This is an optimization exercise on Yosys and OpenROAD, whose aim is small area, not a production implementation.
At most, simulation tests tie the RTL to the original design; equivalence was not proved.
No driver is modelled on the clock port, so clocking that relies on it looks cheaper here than on a real chip.
No activity file was given, so power comes from the tool's default toggle rates.

==> v14: inputs <==
==> flow/design.v <==
package calsoc_pkg;
	typedef logic [31:0] wb_addr_t;
	typedef logic [31:0] wb_data_t;
	typedef logic [3:0]  wb_sel_t;
	typedef logic [15:0] dac_word_t;
	typedef logic [9:0]  delay_code_t;
	typedef logic [7:0]  mu_offset_t;
	localparam wb_addr_t RAM_BASE = 32'h0000_0000;
	localparam wb_addr_t RAM_MASK = 32'hFF00_0000;
	localparam wb_addr_t MU_BASE  = 32'h0500_0000;
	localparam wb_addr_t MU_MASK  = 32'hFF00_0000;
	localparam int RAM_WORDS = 256;
	localparam int DAC_SPI_CLK_DIV    = 10;
	localparam int DAC_DIV_W          = $clog2(DAC_SPI_CLK_DIV);
	localparam int DAC_SETTLE_CYCLES  = 3;
	localparam int STROBE_HOLD_CYCLES = 5;
	localparam mu_offset_t MU_CTRL       = 8'h00;
	localparam mu_offset_t MU_STATUS     = 8'h04;
	localparam mu_offset_t MU_THR_START  = 8'h08;
	localparam mu_offset_t MU_THR_DELTA  = 8'h0C;
	localparam mu_offset_t MU_STEP_LIMIT = 8'h10;
	localparam mu_offset_t MU_DELAY_CODE = 8'h14;
	localparam mu_offset_t MU_RESULT     = 8'h18;
endpackage
`timescale 1ns/1ps
module dac_spi (
	input  calsoc_pkg::dac_word_t word_i,
	input  logic [3:0]            bit_i,
	output logic                  dac_sdi_o
);
	assign dac_sdi_o = word_i[~bit_i];
endmodule
`timescale 1ns/1ps
module measure_unit (
	input  logic                    wb_clk_i,
	input  logic                    rst_n_i,
	input  logic                    cmp_out_i,
	input  logic                    bus_cyc,
	input  logic                    bus_stb,
	input  logic                    bus_we,
	input  calsoc_pkg::wb_addr_t    bus_adr,
	input  calsoc_pkg::wb_data_t    bus_dat_w,
	input  calsoc_pkg::wb_sel_t     bus_sel,
	output calsoc_pkg::wb_data_t    bus_dat_r,
	output logic                    bus_ack,
	output logic                    dac_sync_o,
	output logic                    dac_sclk_o,
	output logic                    dac_sdi_o,
	output calsoc_pkg::delay_code_t delay_code_o,
	output logic                    delay_stb_o
);
	calsoc_pkg::dac_word_t   thr_start_q, thr_delta_q, thr_q, result_q;
	logic [15:0]             limit_q, step_q;
	calsoc_pkg::delay_code_t delay_code_q;
	logic                    start_vld_q, delta_vld_q, limit_vld_q, result_vld_q;
	logic                    found_q, done_q, ack_q;
	logic                    shift_q, post_q, strobed_q;
	logic [3:0]              cnt_q;
	logic [4:0]              hp_q;
	logic [2:0]              stat_q;
	logic                    sel_start_q, sel_delta_q, sel_limit_q, sel_code_q, sel_result_q;
	logic                    access, bus_wr, start_req, busy, last_step, next_step, limit_zero;
	logic                    wr_start, wr_delta, wr_limit;
	calsoc_pkg::mu_offset_t  offset;
	assign offset    = bus_adr[7:0];
	assign access    = bus_cyc && bus_stb && !ack_q;
	assign bus_wr    = access && bus_we;
	assign start_req = bus_wr && (offset == calsoc_pkg::MU_CTRL) && bus_dat_w[0];
	assign busy      = shift_q || post_q;
	assign wr_start = bus_wr && (offset == calsoc_pkg::MU_THR_START);
	assign wr_delta = bus_wr && (offset == calsoc_pkg::MU_THR_DELTA);
	assign wr_limit = bus_wr && (offset == calsoc_pkg::MU_STEP_LIMIT);
	always_ff @(posedge wb_clk_i or negedge rst_n_i) begin
		if (!rst_n_i) begin
			delay_code_q <= '0;
			ack_q        <= 1'b0;
			start_vld_q  <= 1'b0;
			delta_vld_q  <= 1'b0;
			limit_vld_q  <= 1'b0;
		end else begin
			ack_q <= access;
			if (bus_wr && offset == calsoc_pkg::MU_DELAY_CODE)
				delay_code_q <= bus_dat_w[9:0];
			if (wr_start) start_vld_q <= 1'b1;
			if (wr_delta) delta_vld_q <= 1'b1;
			if (wr_limit) limit_vld_q <= 1'b1;
		end
	end
	always_ff @(posedge wb_clk_i) begin
		if (wr_start) thr_start_q <= bus_dat_w[15:0];
		if (wr_delta) thr_delta_q <= bus_dat_w[15:0];
		if (wr_limit) limit_q     <= bus_dat_w[15:0];
	end
	always_ff @(posedge wb_clk_i) begin
		sel_start_q  <= (offset == calsoc_pkg::MU_THR_START) && start_vld_q;
		sel_delta_q  <= (offset == calsoc_pkg::MU_THR_DELTA) && delta_vld_q;
		sel_limit_q  <= (offset == calsoc_pkg::MU_STEP_LIMIT) && limit_vld_q;
		sel_code_q   <= (offset == calsoc_pkg::MU_DELAY_CODE);
		sel_result_q <= (offset == calsoc_pkg::MU_RESULT);
		stat_q <= (offset == calsoc_pkg::MU_STATUS) ? {done_q, found_q, busy} : 3'd0;
	end
	always_comb begin
		bus_dat_r = {16'd0,
			({16{sel_start_q}}  & thr_start_q) |
			({16{sel_delta_q}}  & thr_delta_q) |
			({16{sel_limit_q}}  & limit_q) |
			({16{sel_result_q && result_vld_q}} & result_q) |
			{6'd0, {10{sel_code_q}} & delay_code_q} |
			{13'd0, stat_q}};
	end
	assign bus_ack = ack_q;
	assign last_step  = (step_q == limit_q);
	assign limit_zero = !limit_vld_q || (limit_q == '0);
	assign next_step  = post_q && (cnt_q == 4'd9);
	always_ff @(posedge wb_clk_i or negedge rst_n_i) begin
		if (!rst_n_i) begin
			shift_q      <= 1'b0;
			post_q       <= 1'b0;
			hp_q         <= '0;
			found_q      <= 1'b0;
			done_q       <= 1'b0;
			strobed_q    <= 1'b0;
			result_vld_q <= 1'b0;
		end else begin
			strobed_q <= post_q && (cnt_q == 4'd8);
			if (strobed_q)
				result_vld_q <= 1'b1;
			if (shift_q) begin
				if (cnt_q == 4'd9) begin
					hp_q <= hp_q + 5'd1;
					if (hp_q == 5'd31) begin
						shift_q <= 1'b0;
						post_q  <= 1'b1;
					end
				end
			end else if (post_q) begin
				if (cnt_q == 4'd8 && cmp_out_i) begin
					found_q <= 1'b1;
					done_q  <= 1'b1;
					post_q  <= 1'b0;
				end
				if (cnt_q == 4'd9 && last_step) begin
					done_q <= 1'b1;
					post_q <= 1'b0;
				end
				if (cnt_q == 4'd10) begin
					post_q  <= 1'b0;
					shift_q <= 1'b1;
				end
			end else if (start_req) begin
				found_q <= 1'b0;
				done_q  <= limit_zero;
				post_q  <= !limit_zero;
			end
		end
	end
	calsoc_pkg::dac_word_t add_a, add_b, thr_sum;
	logic [16:0]           add_c;
	assign add_a    = busy ? thr_q : 16'd0;
	assign add_b    = busy ? ((next_step && delta_vld_q) ? thr_delta_q : 16'd0)
	                       : (start_vld_q ? thr_start_q : 16'd0);
	assign add_c[0] = 1'b0;
	for (genvar i = 0; i < 16; i++) begin : g_add
		assign thr_sum[i]  = add_a[i] ^ add_b[i] ^ add_c[i];
		assign add_c[i+1]  = (add_a[i] & add_b[i]) | (add_c[i] & (add_a[i] ^ add_b[i]));
	end
	logic [15:0] step_inc;
	logic [16:0] inc_c;
	assign inc_c[0] = next_step;
	for (genvar i = 0; i < 16; i++) begin : g_inc
		assign step_inc[i] = step_q[i] ^ inc_c[i];
		assign inc_c[i+1]  = step_q[i] & inc_c[i];
	end
	always_ff @(posedge wb_clk_i) begin
		if (strobed_q)
			result_q <= thr_q;
		if (!busy || cnt_q == 4'd10 || (shift_q && cnt_q == 4'd9))
			cnt_q <= busy ? 4'd0 : 4'd10;
		else
			cnt_q <= cnt_q + 4'd1;
		thr_q  <= thr_sum;
		step_q <= busy ? step_inc : 16'd1;
	end
	assign dac_sync_o   = !shift_q;
	assign dac_sclk_o   = hp_q[0];
	assign delay_stb_o  = post_q && (cnt_q >= 4'd4) && (cnt_q <= 4'd8);
	assign delay_code_o = delay_code_q;
	dac_spi u_dac_spi (
		.word_i    (thr_q),
		.bit_i     (hp_q[4:1]),
		.dac_sdi_o (dac_sdi_o)
	);
endmodule
==> flow/flow/run.sh <==
#!/bin/bash
# Standard ORFS flow (the standard.sh, unchanged synthesis) with smaller
# port buffers, one shared tie cell per constant and a lighter clock tree.
set -euo pipefail
bash standard.sh \
  BUFFER_PORTS_ARGS="-buffer_cell sky130_fd_sc_hd__buf_1" \
  SKIP_REPAIR_TIE_FANOUT=1 \
  CTS_ARGS="-sink_clustering_enable -sink_clustering_size 40 -sink_clustering_max_diameter 100 -buf_list sky130_fd_sc_hd__clkbuf_8 -root_buf sky130_fd_sc_hd__clkbuf_16 -dont_use_dummy_load -repair_clock_nets" \
  finish > standard.log 2>&1
==> flow/standard.sh <==
#!/bin/bash
# synth_recipe.tcl (not shown) runs the flow's synth.tcl, then flattens the netlist and writes it again
# the make line also repeats each setting of config.mk as NAME=value (left out here)
make -C /OpenROAD-flow-scripts/flow DESIGN_CONFIG=/design/flow/config.mk WORK_HOME=/design/flow/orfs CLKGATE_MAP_FILE= SYNTH_SCRIPT=/design/flow/synth_recipe.tcl "${@:-finish}"
==> flow/config.mk <==
export PLATFORM = sky130hd
export DESIGN_NAME = measure_unit
export DESIGN_NICKNAME = measure_unit
export VERILOG_FILES = /design/flow/design.v
export SDC_FILE = /design/flow/constraint.sdc
export NUM_CORES = 4
export LEC_CHECK = 0
export CAP_MARGIN = 20
export CORE_MARGIN = 2
export CORE_UTILIZATION = 40
export SLEW_MARGIN = 20
==> flow/constraint.sdc <==
create_clock -name core_clock -period 10.0 [get_ports {wb_clk_i}]
set_input_delay 2.0000 -clock core_clock [delete_from_list [all_inputs] [get_ports {wb_clk_i}]]
set_output_delay 2.0000 -clock core_clock [all_outputs]
set_load 0.01 [all_outputs]
==> inputs of v15, as changes to v14 <==
==> flow/flow/run.sh (replaced) <==
#!/bin/bash
# Standard ORFS flow (the standard.sh, unchanged synthesis) with smaller
# port buffers, one shared tie cell per constant and a lighter clock tree:
# clkbuf_4 leaves, the ones whose flip-flops would see a slow clock edge
# upsized to clkbuf_8 afterwards (flow/post_cts.tcl).
set -euo pipefail
HERE=$(pwd)
bash standard.sh \
  BUFFER_PORTS_ARGS="-buffer_cell sky130_fd_sc_hd__buf_1" \
  SKIP_REPAIR_TIE_FANOUT=1 \
  CTS_ARGS="-sink_clustering_enable -buf_list sky130_fd_sc_hd__clkbuf_4 -root_buf sky130_fd_sc_hd__clkbuf_8 -dont_use_dummy_load -repair_clock_nets" \
  POST_CTS_TCL="$HERE/flow/post_cts.tcl" \
  finish > standard.log 2>&1
==> flow/flow/post_cts.tcl (new file) <==
# After CTS (built with small clkbuf_4 leaves): upsize each clock buffer whose
# worst sink slew, estimated from placement, is above 95 ps, then re-legalize.
estimate_parasitics -placement
set big [[ord::get_db] findMaster sky130_fd_sc_hd__clkbuf_8]
set n_up 0
foreach inst [[ord::get_db_block] getInsts] {
  if {[[$inst getMaster] getName] ne "sky130_fd_sc_hd__clkbuf_4"} continue
  set net [[$inst findITerm X] getNet]
  if {$net eq "NULL"} continue
  set w 0
  foreach it [$net getITerms] {
    if {![$it isInputSignal]} continue
    set pin [get_pins "[[$it getInst] getName]/[[$it getMTerm] getName]"]
    set s [get_property $pin slew_max]
    if {$s > $w} { set w $s }
  }
  if {$w > 0.095} {
    $inst swapMaster $big
    incr n_up
  }
}
puts "post_cts: upsized $n_up clock buffers to clkbuf_8"
detailed_placement
estimate_parasitics -placement
CORE_UTILIZATION = 70   (was 40)
PLACE_DENSITY = 0.8   (was not set)
==> inputs of v20, as changes to v14 <==
==> flow/design.v, changed modules only <==
module measure_unit (
	input  logic                    wb_clk_i,
	input  logic                    rst_n_i,
	input  logic                    cmp_out_i,
	input  logic                    bus_cyc,
	input  logic                    bus_stb,
	input  logic                    bus_we,
	input  calsoc_pkg::wb_addr_t    bus_adr,
	input  calsoc_pkg::wb_data_t    bus_dat_w,
	input  calsoc_pkg::wb_sel_t     bus_sel,
	output calsoc_pkg::wb_data_t    bus_dat_r,
	output logic                    bus_ack,
	output logic                    dac_sync_o,
	output logic                    dac_sclk_o,
	output logic                    dac_sdi_o,
	output calsoc_pkg::delay_code_t delay_code_o,
	output logic                    delay_stb_o
);
	calsoc_pkg::dac_word_t   thr_start_q, thr_delta_q, thr_q, result_q;
	logic [15:0]             limit_q, step_q;
	calsoc_pkg::delay_code_t delay_code_q;
	logic                    found_q, done_q, ack_q;
	logic                    shift_q, post_q, strobed_q;
	logic [3:0]              cnt_q;
	logic [4:0]              hp_q;
	logic [2:0]              stat_q;
	logic                    access, bus_wr, start_req, busy, last_step;
	calsoc_pkg::mu_offset_t  offset;
	assign offset    = bus_adr[7:0];
	assign access    = bus_cyc && bus_stb && !ack_q;
	assign bus_wr    = access && bus_we;
	assign start_req = bus_wr && (offset == calsoc_pkg::MU_CTRL) && bus_dat_w[0];
	assign busy      = shift_q || post_q;
	always_ff @(posedge wb_clk_i or negedge rst_n_i) begin
		if (!rst_n_i) begin
			thr_start_q  <= '0;
			thr_delta_q  <= '0;
			limit_q      <= '0;
			delay_code_q <= '0;
			ack_q        <= 1'b0;
		end else begin
			ack_q <= access;
			if (bus_wr) begin
				case (offset)
					calsoc_pkg::MU_THR_START:  thr_start_q  <= bus_dat_w[15:0];
					calsoc_pkg::MU_THR_DELTA:  thr_delta_q  <= bus_dat_w[15:0];
					calsoc_pkg::MU_STEP_LIMIT: limit_q      <= bus_dat_w[15:0];
					calsoc_pkg::MU_DELAY_CODE: delay_code_q <= bus_dat_w[9:0];
					default: ;
				endcase
			end
		end
	end
	logic sel_start_q, sel_delta_q, sel_limit_q, sel_code_q, sel_result_q;
	always_ff @(posedge wb_clk_i) begin
		sel_start_q  <= (offset == calsoc_pkg::MU_THR_START);
		sel_delta_q  <= (offset == calsoc_pkg::MU_THR_DELTA);
		sel_limit_q  <= (offset == calsoc_pkg::MU_STEP_LIMIT);
		sel_code_q   <= (offset == calsoc_pkg::MU_DELAY_CODE);
		sel_result_q <= (offset == calsoc_pkg::MU_RESULT);
		stat_q <= (offset == calsoc_pkg::MU_STATUS) ? {done_q, found_q, busy} : 3'd0;
	end
	always_comb begin
		bus_dat_r = {16'd0,
			({16{sel_start_q}}  & thr_start_q) |
			({16{sel_delta_q}}  & thr_delta_q) |
			({16{sel_limit_q}}  & limit_q) |
			({16{sel_result_q}} & result_q) |
			{6'd0, {10{sel_code_q}} & delay_code_q} |
			{13'd0, stat_q}};
	end
	assign bus_ack = ack_q;
	assign last_step = (step_q == limit_q);
	always_ff @(posedge wb_clk_i or negedge rst_n_i) begin
		if (!rst_n_i) begin
			shift_q   <= 1'b0;
			post_q    <= 1'b0;
			hp_q      <= '0;
			found_q   <= 1'b0;
			done_q    <= 1'b0;
			strobed_q <= 1'b0;
			result_q  <= '0;
		end else begin
			strobed_q <= post_q && (cnt_q == 4'd8);
			if (strobed_q)
				result_q <= thr_q;
			if (shift_q) begin
				if (cnt_q == 4'd9) begin
					hp_q <= hp_q + 5'd1;
					if (hp_q == 5'd31) begin
						shift_q <= 1'b0;
						post_q  <= 1'b1;
					end
				end
			end else if (post_q) begin
				if (cnt_q == 4'd8 && cmp_out_i) begin
					found_q <= 1'b1;
					done_q  <= 1'b1;
					post_q  <= 1'b0;
				end
				if (cnt_q == 4'd9 && last_step) begin
					done_q <= 1'b1;
					post_q <= 1'b0;
				end
				if (cnt_q == 4'd10) begin
					post_q  <= 1'b0;
					shift_q <= 1'b1;
				end
			end else if (start_req) begin
				found_q <= 1'b0;
				done_q  <= (limit_q == '0);
				post_q  <= (limit_q != '0);
			end
		end
	end
	always_ff @(posedge wb_clk_i) begin
		if (!busy) begin
			cnt_q  <= 4'd10;
			thr_q  <= thr_start_q;
			step_q <= 16'd1;
		end else if ((shift_q && cnt_q == 4'd9) || cnt_q == 4'd10) begin
			cnt_q <= 4'd0;
		end else begin
			cnt_q <= cnt_q + 4'd1;
			if (post_q && cnt_q == 4'd9) begin
				thr_q  <= thr_q + thr_delta_q;
				step_q <= step_q + 16'd1;
			end
		end
	end
	assign dac_sync_o   = !shift_q;
	assign dac_sclk_o   = hp_q[0];
	assign delay_stb_o  = post_q && (cnt_q >= 4'd4) && (cnt_q <= 4'd8);
	assign delay_code_o = delay_code_q;
	dac_spi u_dac_spi (
		.word_i    (thr_q),
		.bit_i     (hp_q[4:1]),
		.dac_sdi_o (dac_sdi_o)
	);
endmodule
CORE_UTILIZATION = 65   (was 40)
PLACE_DENSITY = 0.75   (was not set)
==> impl_metrics.yaml <==
global_routing:
  gr-usage-met2_pct: 47.4
synthesis:
  postSynthCellCount: 591
  synth-simple-area-share_pct: 12.3
critical_path:
  timing.setup.critical_path_class: "register to primary output"
  cp-end-kind: "primary output"
power:
  combinationalPower_uw: 325
run_status:
  outcome: "timing/DRC/antenna clean"
Source of the figures above: v20

==> impl_metrics.yaml <==
hold_path:
  worst_hold_path.num_cells: 1
synthesis:
  synth-simple-area-share_pct: 11.6
  postSynthCellCount: 450
  synth.top_cells.by_count: "edfxtp_1 (64), nand2_1 (45), dfxtp_1 (44), a22oi_1 (27), dfrtp_1 (25)"
critical_path:
  timing.setup.critical_path_class: "register to register"
  cp-end-kind: "register"
  critical_path_s_largest_stage_delay_ps: 570
  worstSetupPathDepth: 21
floorplanning:
  placementRows: 33
sta:
  timing.final.hold_violations: 0
run_status:
  outcome: "timing/DRC/antenna clean"
global_routing:
  gr-usage-met2_pct: 44.4
Source of the figures above: v15

==> impl_metrics.yaml <==
run_status:
  outcome: "timing/DRC/antenna clean"
power:
  combinationalPower_uw: 157
critical_path:
  timing.setup.critical_path_class: "register to register"
  cp-end-kind: "register"
global_routing:
  gr-usage-met2_pct: 28.4
synthesis:
  synth-simple-area-share_pct: 11.6
Source of the figures above: v14

The RTL of v20 was laid out without a check of its function.

afterwards: timing with drivers on the ports:
How much do the figures lean on ideal ports? The routed layouts below were timed once more, with nothing changed but the port constraints. Step 1 (the two cells are an assumption about what drives the block):
set clk [get_ports {wb_clk_i}]
set_driving_cell -lib_cell sky130_fd_sc_hd__clkbuf_16 $clk
set_driving_cell -lib_cell sky130_fd_sc_hd__buf_2 [delete_from_list [all_inputs] $clk]
Step 2 moves the port delays by t, midway between the first and last clock arrival at a register: inputs arrive t later, outputs are due t later. That takes back most of the time a late clock gives input paths. Slacks: ideal / step 1 / step 2; pairs: ideal / step 1.
run	t, ns	slack for setup (ns)	worst setup path after step 2	slew at the worst register clock pin (ns)	worst slew at a driven data input, ns
v14	0.403	2.443 / 2.443 / 2.443	register to register	0.07 / 0.07	0.03
v15	0.429	2.488 / 2.488 / 2.488	register to register	0.09 / 0.09	0.04
v20	0.393	5.848 / 5.810 / 6.203	register to output	0.07 / 0.07	0.03
After both steps setup and hold are still met in every run listed.
